Background: an optimization exercise with open tools, aiming at small area, a short achievable clock period and few clock cycles per item. Do not read the settings as production practice. The RTL was checked by simulation tests, not by an equivalence proof against the original design. Power is estimated from default activity; no workload was simulated.

== build 73 ==
==> flow/design.v <==
package olist_pkg;
  localparam int unsigned ValueW = 32;
  typedef enum logic [1:0] {
    OP_PUSH_FRONT = 2'd0,
    OP_PUSH_BACK  = 2'd1,
    OP_DELETE     = 2'd2,
    OP_READ_OUT   = 2'd3
  } op_t;
  typedef enum logic [1:0] {
    ST_OK        = 2'd0,
    ST_EMPTY     = 2'd1,
    ST_NOT_FOUND = 2'd2,
    ST_FULL      = 2'd3
  } status_t;
endpackage
module ordered_list_engine_unit (
  input  logic         clk,
  input  logic         rst_n,
  input  logic         in_valid,
  output logic         in_ready,
  input  logic [1:0]   in_operation,
  input  logic signed [31:0] in_value,
  output logic         out_valid,
  input  logic         out_ready,
  output logic signed [31:0] out_item_value,
  output logic [1:0]   out_status,
  output logic         out_last
);
  localparam int N = 16;
  localparam int W = olist_pkg::ValueW;
  logic         va;
  logic [1:0]   opa;
  logic [W-1:0] vala;
  logic         vb;
  logic [1:0]   opb;
  logic [W-1:0] valb;
  logic [N-1:0] mb;      
  logic [3:0]   rk;      
  logic         rl;      
  logic         pd;      
  logic [W-1:0] cells [N];
  logic [N-1:0] occ;
  logic         ov;
  logic [W+2:0] od;
  logic ofree, go, empty, full, found, b_done, b_free, xfer;
  logic pf_go, pb_go, del_go, del_op, rd_go;
  logic [N-1:0] ah, first_free, last_pos;
  logic [N-1:0] sl, sr, st, sh;
  logic [W-1:0] tdata;
  assign ofree = !ov || out_ready;
  assign go    = vb && ofree;
  assign empty = !occ[0];
  assign full  = occ[N-1];
  assign found = |mb;
  always_comb begin
    ah[0] = mb[0];
    for (int i = 1; i < N; i++) ah[i] = ah[i-1] | mb[i];
    for (int i = 0; i < N; i++) begin
      first_free[i] = ((i == 0) ? 1'b1 : occ[(i == 0) ? 0 : i-1]) & !occ[i];
      last_pos[i]   = occ[i] & ((i == N-1) ? 1'b1 : !occ[(i == N-1) ? i : i+1]);
    end
  end
  assign pf_go  = go && opb == olist_pkg::OP_PUSH_FRONT && !full;
  assign pb_go  = go && opb == olist_pkg::OP_PUSH_BACK  && !full;
  assign del_op = go && opb == olist_pkg::OP_DELETE;
  assign del_go = del_op && found;
  assign rd_go  = go && opb == olist_pkg::OP_READ_OUT   && !empty;
  assign b_done = go && pd;
  assign b_free = !vb || b_done;
  assign xfer   = va && b_free;
  always_comb begin
    for (int i = 0; i < N; i++) begin
      sl[i] = pf_go;
      sr[i] = (del_op && ah[i]) || (rd_go && !last_pos[i]);
      st[i] = (pb_go && first_free[i]) || (rd_go && last_pos[i]);
      sh[i] = !(sl[i] || sr[i] || st[i]);
    end
  end
  assign tdata = opb[1] ? cells[0] : valb;
  logic [W-1:0] cells_nxt [N];
  always_comb begin
    for (int i = 0; i < N; i++) begin
      cells_nxt[i] = ({W{sh[i]}} & cells[i])
                   | ({W{sl[i]}} & ((i == 0) ? valb : cells[(i == 0) ? 0 : i-1]))
                   | ({W{sr[i]}} & cells[(i == N-1) ? i : i+1])
                   | ({W{st[i]}} & tdata);
    end
  end
  always_ff @(posedge clk) begin
    for (int i = 0; i < N; i++) cells[i] <= cells_nxt[i];
  end
  logic [N-1:0] occ_nxt;
  always_comb begin
    occ_nxt = occ;
    if (pf_go || pb_go) occ_nxt = {occ[N-2:0], 1'b1};
    else if (del_go)    occ_nxt = {1'b0, occ[N-1:1]};
  end
  logic [N-1:0] raw, corr;
  logic         eqv;
  always_comb begin
    for (int i = 0; i < N; i++) raw[i] = (cells[i] == vala);
    eqv = (valb == vala);
    for (int i = 0; i < N; i++) begin
      corr[i] = raw[i];
      if (sl[i])      corr[i] = (i == 0) ? eqv : raw[(i == 0) ? 0 : i-1];
      else if (sr[i]) corr[i] = (i == N-1) ? raw[i] : raw[(i == N-1) ? i : i+1];
      else if (st[i]) corr[i] = opb[1] ? raw[0] : eqv;
    end
  end
  logic acc;
  assign in_ready = !va || b_free;
  assign acc      = in_valid && in_ready;
  logic [1:0] opb_nxt;
  logic       va_nxt, vb_nxt, rl_nxt;
  logic [3:0] rk1;
  assign va_nxt  = acc || (va && !xfer);
  assign vb_nxt  = xfer || (vb && !b_done);
  assign opb_nxt = xfer ? opa : opb;
  assign rk1     = rk + 4'd1;
  always_comb begin
    rl_nxt = rl;
    if (xfer)       rl_nxt = !occ_nxt[1];
    else if (rd_go) rl_nxt = (rk1 == 4'(N-1)) ? 1'b1 : !occ[rk1 + 4'd1];
  end
  always_ff @(posedge clk) begin
    if (acc) begin
      opa  <= in_operation;
      vala <= in_value;
    end
    if (xfer) begin
      opb  <= opa;
      valb <= vala;
      mb   <= corr & occ_nxt;
      rk   <= '0;
    end else if (rd_go) begin
      rk   <= rk1;
    end
    rl <= rl_nxt;
    pd <= opb_nxt != olist_pkg::OP_READ_OUT || !occ_nxt[0] || rl_nxt;
  end
  logic [W+2:0] res;
  logic [1:0]   rstat;
  always_comb begin
    unique case (opb)
      olist_pkg::OP_PUSH_FRONT,
      olist_pkg::OP_PUSH_BACK: rstat = full ? olist_pkg::ST_FULL : olist_pkg::ST_OK;
      olist_pkg::OP_DELETE:    rstat = empty ? olist_pkg::ST_EMPTY :
                                       found ? olist_pkg::ST_OK : olist_pkg::ST_NOT_FOUND;
      default:                 rstat = empty ? olist_pkg::ST_EMPTY : olist_pkg::ST_OK;
    endcase
    res = {(opb == olist_pkg::OP_READ_OUT && !empty) ? cells[0] : '0,
           rstat,
           (opb == olist_pkg::OP_READ_OUT && !empty) ? rl : 1'b1};
  end
  always_ff @(posedge clk) begin
    if (go) od <= res;
  end
  always_ff @(posedge clk) begin
    if (!rst_n) begin
      va  <= 1'b0;
      vb  <= 1'b0;
      occ <= '0;
      ov  <= 1'b0;
    end else begin
      va  <= va_nxt;
      vb  <= vb_nxt;
      occ <= occ_nxt;
      if (ofree) ov <= go;
    end
  end
  assign out_valid      = ov;
  assign out_item_value = od[W+2:3];
  assign out_status     = od[2:1];
  assign out_last       = od[0];
endmodule
==> flow/config.mk <==
export PLATFORM = sky130hd
export DESIGN_NAME = ordered_list_engine_unit
export DESIGN_NICKNAME = ordered_list_engine_unit
export VERILOG_FILES = /design/flow/design.v
export SDC_FILE = /design/flow/constraint.sdc
export NUM_CORES = 4
export LEC_CHECK = 0
export ABC_CLOCK_PERIOD_IN_PS = 2200
export CAP_MARGIN = 20
export CORE_MARGIN = 2
export CORE_UTILIZATION = 55
export CTS_BUF_LIST = sky130_fd_sc_hd__clkbuf_16
export CTS_CLUSTER_DIAMETER = 90
export CTS_CLUSTER_SIZE = 30
export SETUP_SLACK_MARGIN = 2.0
export SLEW_MARGIN = 20
export TNS_END_PERCENT = 10
==> flow/constraint.sdc <==
create_clock -name core_clock -period 4.5 [get_ports {clk}]
set_input_delay 0.9000 -clock core_clock [delete_from_list [all_inputs] [get_ports {clk}]]
set_output_delay 0.9000 -clock core_clock [all_outputs]
set_load 0.01 [all_outputs]
run.sh (not shown) runs the stock make flow with config.mk's settings and CLKGATE_MAP_FILE= SYNTH_SCRIPT=/design/flow/synth_recipe.tcl, a recipe that flattens the netlist after the stock synthesis.
Testbench counts of build 73, summed over its fixed seeds: cycles 14,669, items 4,800.
> inputs changed (build 73 -> build 66)
diff --git a/flow/config.mk b/flow/config.mk
--- a/flow/config.mk
+++ b/flow/config.mk
@@ -11,5 +11,2 @@
-export CORE_UTILIZATION = 55
-export CTS_BUF_LIST = sky130_fd_sc_hd__clkbuf_16
-export CTS_CLUSTER_DIAMETER = 90
-export CTS_CLUSTER_SIZE = 30
-export SETUP_SLACK_MARGIN = 2.0
+export CORE_UTILIZATION = 40
+export SETUP_SLACK_MARGIN = 2.1
@@ -17 +13,0 @@
-export TNS_END_PERCENT = 10
From build 73 to build 66 the numbers moved as follows: clock latency on the worst-skew pair +0.02 ns, share of the cycle needed by the critical path after routing -1.2 points, share of layout cells above drive strength 1 +1.9 points. Compared to build 73, build 66 has proportion of final cell area spent on non-clock buffers 1.1 points lower. [compare] base=build 73 new=build 66: post-placement worst setup slack dropped 0.16 ns, final design utilization dropped 16 points, post-route standard cell area excluding fillers climbed 3.6%. Side by side, internal power summed over all cells turned out higher in build 66 than in build 73. Build 66 — number of instances resized during post-cts repair 43 higher, build 73 as reference. Build 66 vs build 73: share of cell area taken by multi-input logic gates down in build 66. Setup slack: build 66 more than build 73.
For build 33, these inputs were changed with respect to build 66:
diff --git a/flow/config.mk b/flow/config.mk
--- a/flow/config.mk
+++ b/flow/config.mk
@@ -11,2 +11,4 @@
-export CORE_UTILIZATION = 40
-export SETUP_SLACK_MARGIN = 2.1
+export CORE_UTILIZATION = 50
+export CTS_BUF_LIST = sky130_fd_sc_hd__clkbuf_8
+export CTS_CLUSTER_SIZE = 30
+export SETUP_SLACK_MARGIN = 2.0
@@ -13,0 +16 @@
+export TNS_END_PERCENT = 10
[compare] base=build 66 new=build 33: data required time of the worst path went up by 0.20 ns, via count went up by 0.48%, final critical path time including I/O delays and setup shows an increase of 0.044 ns.

Setup of build 87:
Another version of the RTL of ordered_list_engine_unit (not shown whole).
Size in the first run: about 3600 cells after synthesis, roughly 620 flip-flops, about 75 I/O pins, about 32000 um2 of cells after synthesis.
// ordered_list_engine_unit
module ordered_list_engine_unit (
  input  logic         clk,
  input  logic         rst_n,
  input  logic         in_valid,
  output logic         in_ready,
  input  logic [1:0]   in_operation,
  input  logic signed [31:0] in_value,
  output logic         out_valid,
  input  logic         out_ready,
  output logic signed [31:0] out_item_value,
  output logic [1:0]   out_status,
  output logic         out_last
);
  localparam int N = 16;
  localparam int W = olist_pkg::ValueW;
  logic         vb;
  logic [1:0]   opb;
  logic [W-1:0] valb;
  localparam int G = 4;   
  logic [N-1:0]   lp;    
  logic [N/G-1:0] gm;    
  logic [N-1:0]   ah;    
  logic [3:0]   rk;      
  logic         rl;      
  logic         pd;      
  logic [W-1:0] cells [N];
  logic [N-1:0] occ;
  logic         ov;
  logic [W+2:0] od;
  logic ofree, go, empty, full, found, b_done, acc;
  logic pf_go, pb_go, del_go, del_op, rd_go;
  logic [N-1:0] first_free, last_pos;
  logic [N-1:0] sl, sr, st, sh;
  logic [W-1:0] tdata;
  assign ofree = !ov || out_ready;
  assign go    = vb && ofree;
  assign empty = !occ[0];
  assign full  = occ[N-1];
  assign found = |(ah & last_pos);
  always_comb begin
    for (int i = 0; i < N; i++) begin
      ah[i] = lp[i];
      for (int k = 0; k < i / G; k++) ah[i] = ah[i] | gm[k];
    end
    for (int i = 0; i < N; i++) begin
      first_free[i] = ((i == 0) ? 1'b1 : occ[(i == 0) ? 0 : i-1]) & !occ[i];
      last_pos[i]   = occ[i] & ((i == N-1) ? 1'b1 : !occ[(i == N-1) ? i : i+1]);
    end
  end
  assign pf_go  = go && opb == olist_pkg::OP_PUSH_FRONT && !full;
  assign pb_go  = go && opb == olist_pkg::OP_PUSH_BACK  && !full;
  assign del_op = go && opb == olist_pkg::OP_DELETE;
  assign del_go = del_op && found;
  assign rd_go  = go && opb == olist_pkg::OP_READ_OUT   && !empty;
  assign b_done   = go && pd;
  logic irx, iry;
  assign in_ready = irx || (iry && out_ready);
  assign acc      = in_valid && in_ready;
  always_comb begin
    for (int i = 0; i < N; i++) begin
      sl[i] = pf_go;
      sr[i] = (del_op && ah[i]) || (rd_go && !last_pos[i]);
      st[i] = (pb_go && first_free[i]) || (rd_go && last_pos[i]);
  ...
make LEC_CHECK=0 ABC_CLOCK_PERIOD_IN_PS=2200 CAP_MARGIN=20 CORE_MARGIN=2 CORE_UTILIZATION=40 SETUP_SLACK_MARGIN=2.1 SLEW_MARGIN=20 finish   # period 4.5 ns
Testbench counts of build 87, summed over its fixed seeds: cycles 14,661, items 4,800.
The following lists how build 61 was set up differently from build 87:
-- flow/config.mk --
<<< build 87, line 10
export CORE_MARGIN = 2
export CORE_UTILIZATION = 40
export SETUP_SLACK_MARGIN = 2.1
export SLEW_MARGIN = 20
>>> build 61, line 10
export CORE_MARGIN = 2
export CORE_UTILIZATION = 55
export CTS_BUF_LIST = sky130_fd_sc_hd__clkbuf_16
export CTS_CLUSTER_DIAMETER = 90
export CTS_CLUSTER_SIZE = 30
export SETUP_SLACK_MARGIN = 2.0
export SLEW_MARGIN = 20
export TNS_END_PERCENT = 10
==> comparison <==
Build 87 and build 61 all finish clean.
Build 87 → build 61: total combinational power has increased, fraction of power spent switching nets moved up, overall die area now sits lower, number of cells in the design after placement now smaller.
Cmp build 87 and build 61 / power / higher: build 87
| wire length | lower: build 87 |
The first-iteration DRC count reported for build 61 is greater than that of build 87 by 5.7%.
Taking build 87 as the reference, in build 61 non-filler instance count after layout moved down; length of routed wiring on met1 shows a reduction of 4600 um.
Relative to build 61, the following input files were edited for build 15:
-- flow/config.mk --
<<< build 61, line 10
export CORE_MARGIN = 2
export CORE_UTILIZATION = 55
export CTS_BUF_LIST = sky130_fd_sc_hd__clkbuf_16
export CTS_CLUSTER_DIAMETER = 90
export CTS_CLUSTER_SIZE = 30
>>> build 15, line 10
export CORE_MARGIN = 2
export CORE_UTILIZATION = 50
export CTS_BUF_LIST = sky130_fd_sc_hd__clkbuf_8
export CTS_CLUSTER_SIZE = 30
Results
Re number of inverters outside the clock class in the layout: no difference whatsoever between build 15 and build 61.
Re maximum frequency from static timing analysis: build 15 is 16 MHz down on build 61.
Compared with build 61, build 15 shows a higher number of levels the H-tree was split into.
In build 15 relative to build 61, final weighted congestion of routability-driven global placement had gone down by a few percent.
Compared to build 61, build 15 has number of post-CTS setup repair buffers about 20% lower.
Build 15 ended with more wire length of the first global-routing pass than build 61.
Per the comparison of build 15 with build 61, count of antenna-violating nets left after detailed routing neither gained nor lost much; number of combinational gates with multiple inputs held steady; critical path depth lost 1; insertion delay of the later-clocked pin in the worst-skew pair moved up.
Looking at final standard cell area without fillers, build 15 sits 0.98% above build 61.

## afterwards: timing with drivers on the ports
Ports are ideal in the flow. The routed layouts listed here were re-timed in OpenROAD. Step 1 sets driving cells, clkbuf_16 on the clock port and buf_2 on the other inputs (assumed; they add their load-dependent delay and slew). Step 2 times the ports against the registers' clock, not the clock port: input delays grow and output delays shrink by t, the midpoint of the rising clock arrivals with the driver on. a / b / c = no drivers / after step 1 / after step 2; a / b = the first two.
run	t (ns)	setup slack, ns	latest minus earliest clock arrival (ns)	slew at the worst register clock pin (ns)
build 73	0.660	1.643 / 1.643 / 1.414	0.030 / 0.030	0.11 / 0.11
build 66	0.684	1.695 / 1.695 / 1.488	0.028 / 0.028	0.07 / 0.07
build 33	0.802	1.651 / 1.651 / 1.184	0.030 / 0.030	0.07 / 0.07
build 87	0.688	1.719 / 1.719 / 1.326	0.033 / 0.033	0.07 / 0.07
build 61	0.668	1.935 / 1.902 / 1.303	0.045 / 0.045	0.12 / 0.12
build 15	0.784	1.823 / 1.823 / 1.204	0.027 / 0.027	0.07 / 0.07
After both steps setup and hold are still met in every run listed. For build 61, which loses most, drivers alone change the setup slack by -0.033 ns; drivers and shift together by -0.632 ns.
